This design comes from an exercise in tuning for small area and a short achievable clock period on the open sky130 flow, not from production work.
The RTL was checked by simulation tests, not by an equivalence proof against the original design.

// md_seq
module md_seq #(
    parameter int unsigned MUL_CYCLES = 5,
    parameter int unsigned DIV_CYCLES = 10
) (
    input  logic        clk,
    input  logic        rst_n,
    input  logic        start,
    input  logic [1:0]  op,
    input  logic [31:0] a,
    input  logic [31:0] b,
    input  logic        mthi,
    input  logic        mtlo,
    input  logic [31:0] wdata,
    input  logic        md_use_id,
    output logic        busy,
    output logic        stall_md,
    output logic [31:0] hi,
    output logic [31:0] lo
);
Size in the first run: roughly 170 flip-flops, ~170 I/O pins, ~0.015 mm² of cells after synthesis.
==> flow/config.mk <==
export PLATFORM = sky130hd
export DESIGN_NAME = md_seq
export DESIGN_NICKNAME = md_seq
export VERILOG_FILES = /design/flow/design.v
export SDC_FILE = /design/flow/constraint.sdc
export NUM_CORES = 4
export LEC_CHECK = 0
export CAP_MARGIN = 20
export CORE_MARGIN = 2
export CORE_UTILIZATION = 60
export SLEW_MARGIN = 20
==> flow/constraint.sdc <==
create_clock -name core_clock -period 105.0 [get_ports {clk}]
set_input_delay 21.0000 -clock core_clock [delete_from_list [all_inputs] [get_ports {clk}]]
set_output_delay 21.0000 -clock core_clock [all_outputs]
set_load 0.01 [all_outputs]
standard.sh (not shown) runs the stock make flow with config.mk's settings and CLKGATE_MAP_FILE= SYNTH_SCRIPT=/design/flow/synth_recipe.tcl, a recipe that flattens the netlist after the stock synthesis.
==> flow/flow/run.sh <==
#!/bin/bash
# The standard layout (standard.sh) with four changes:
#  - the port buffers are the smallest buffer cell (buf_1);
#  - ABC maps for area: a copy of the ORFS scripts folder is used whose
#    abc_speed.script drops the delay-driven restructuring (&if -g, &synch2) and
#    lets &nf relax delay (-R 1000); everything else in the copy is unchanged;
#  - timing repair keeps a setup margin of 62.7 ns, which only the input-to-output
#    stall path falls short of, so that path gets buffered and sized;
#  - clock tree synthesis inserts no dummy load cells (its other options are the
#    standard flow's).
set -euo pipefail
rm -rf scripts_abc
cp -r "$FLOW_HOME/scripts" scripts_abc
printf '%s\n' '&get -n' '&st' '&syn2' '&dch -f' '&nf -R 1000' '&st' '&dch -f' \
    '&nf -R 1000' '&put' 'buffer -c' 'topo' 'stime -c' 'upsize -c' 'dnsize -c' \
    > scripts_abc/abc_speed.script
diff "$FLOW_HOME/scripts/abc_speed.script" scripts_abc/abc_speed.script > abc_script.diff || true
export SCRIPTS_DIR="$PWD/scripts_abc"
export BUFFER_PORTS_ARGS="-buffer_cell sky130_fd_sc_hd__buf_1"
export SETUP_SLACK_MARGIN=62.7
export CTS_ARGS="-sink_clustering_enable -repair_clock_nets -dont_use_dummy_load -buf_list sky130_fd_sc_hd__clkbuf_16 -sink_clustering_size 30 -sink_clustering_max_diameter 300"
bash standard.sh > standard.log 2>&1
Then changed:
==> flow/flow/run.sh (replaced) <==
#!/bin/bash
# The standard layout (standard.sh) with three changes:
#  - the port buffers are the smallest buffer cell (buf_1);
#  - ABC maps for area: a copy of the ORFS scripts folder is used whose
#    abc_speed.script drops the delay-driven restructuring (&if -g, &synch2) and
#    lets &nf relax delay (-R 1000); everything else in the copy is unchanged;
#  - timing repair keeps a setup margin of 62.7 ns, which only the input-to-output
#    stall path falls short of, so that path gets buffered and sized.
set -euo pipefail
rm -rf scripts_abc
cp -r "$FLOW_HOME/scripts" scripts_abc
printf '%s\n' '&get -n' '&st' '&syn2' '&dch -f' '&nf -R 1000' '&st' '&dch -f' \
    '&nf -R 1000' '&put' 'buffer -c' 'topo' 'stime -c' 'upsize -c' 'dnsize -c' \
    > scripts_abc/abc_speed.script
diff "$FLOW_HOME/scripts/abc_speed.script" scripts_abc/abc_speed.script > abc_script.diff || true
export SCRIPTS_DIR="$PWD/scripts_abc"
export BUFFER_PORTS_ARGS="-buffer_cell sky130_fd_sc_hd__buf_1"
export SETUP_SLACK_MARGIN=62.7
bash standard.sh > standard.log 2>&1
- CAP_MARGIN: 20 -> 5
- SLEW_MARGIN: 20 -> 5
Via count went up by 0.80%.
Non-clock buffer count does not change.
Synthesized cell count does not change.
Then changed:
--- a/flow/flow/run.sh
+++ b/flow/flow/run.sh
@@ -1,4 +1,4 @@
 #!/bin/bash
-# The standard layout (standard.sh) with three changes:
+# The standard layout (standard.sh) with four changes:
 #  - the port buffers are the smallest buffer cell (buf_1);
 #  - ABC maps for area: a copy of the ORFS scripts folder is used whose
@@ -6,5 +6,7 @@
 #    lets &nf relax delay (-R 1000); everything else in the copy is unchanged;
 #  - timing repair keeps a setup margin of 62.7 ns, which only the input-to-output
-#    stall path falls short of, so that path gets buffered and sized.
+#    stall path falls short of, so that path gets buffered and sized;
+#  - clock tree synthesis inserts no dummy load cells (its other options are the
+#    standard flow's).
 set -euo pipefail
 rm -rf scripts_abc
@@ -17,3 +19,4 @@
 export BUFFER_PORTS_ARGS="-buffer_cell sky130_fd_sc_hd__buf_1"
 export SETUP_SLACK_MARGIN=62.7
+export CTS_ARGS="-sink_clustering_enable -repair_clock_nets -dont_use_dummy_load"
 bash standard.sh > standard.log 2>&1
- CAP_MARGIN: 5 -> 20
- SLEW_MARGIN: 5 -> 20
Effect:
- maximum frequency is about the same
- final area is lower by 1.3%
- non-clock buffer count stays the same
- clock skew went up by 11 ps
Then changed:
--- a/flow/flow/run.sh
+++ b/flow/flow/run.sh
@@ -19,4 +19,4 @@
 export BUFFER_PORTS_ARGS="-buffer_cell sky130_fd_sc_hd__buf_1"
 export SETUP_SLACK_MARGIN=62.7
-export CTS_ARGS="-sink_clustering_enable -repair_clock_nets -dont_use_dummy_load"
+export CTS_ARGS="-sink_clustering_enable -repair_clock_nets -dont_use_dummy_load -buf_list sky130_fd_sc_hd__clkbuf_8 -root_buf sky130_fd_sc_hd__clkbuf_16 -sink_clustering_size 6 -sink_clustering_max_diameter 40"
 bash standard.sh > standard.log 2>&1
- CORE_UTILIZATION: 60 -> 75
Effect: Final area falls by 1.6%. Count of clock-buffer cells in the layout stays the same. Utilization rises by 16 points. Sequential share of layout area rises by 0.41 points. Global-route usage rises by 7.5 points. Area after synthesis does not change.

-- re-timing with driven ports --
How much do the figures lean on ideal ports? The routed layouts below were timed once more, with nothing changed but the port constraints.
Step 1 (the two cells are an assumption about what drives the block):
set clk [get_ports {clk}]
set_driving_cell -lib_cell sky130_fd_sc_hd__clkbuf_16 $clk
set_driving_cell -lib_cell sky130_fd_sc_hd__buf_2 [delete_from_list [all_inputs] $clk]
Step 2 adds t to the input delays and takes it off the output delays; t is the mean of the earliest and latest rising clock arrival at the registers after step 1. Input paths then give back, and output paths get back, about the clock's delay inside the block.
Three values: no drivers, after step 1, after step 2; two values: the first two.
run | t, ns | setup slack, ns | hold WS [ns] | worst data-port slew with drivers (ns) | cell pins on the clock port's net
the first run | 0.480 | 62.648 / 62.595 / 62.595 | 0.478 / 0.478 / 0.478 | 0.07 | 1
the second run | 0.490 | 62.649 / 62.601 / 62.601 | 0.482 / 0.482 / 0.482 | 0.07 | 1
the third run | 0.480 | 62.648 / 62.595 / 62.595 | 0.478 / 0.478 / 0.478 | 0.07 | 1
the fourth run | 0.435 | 62.617 / 62.572 / 62.572 | 0.493 / 0.493 / 0.493 | 0.08 | 1
After both steps setup and hold are still met in every run listed.
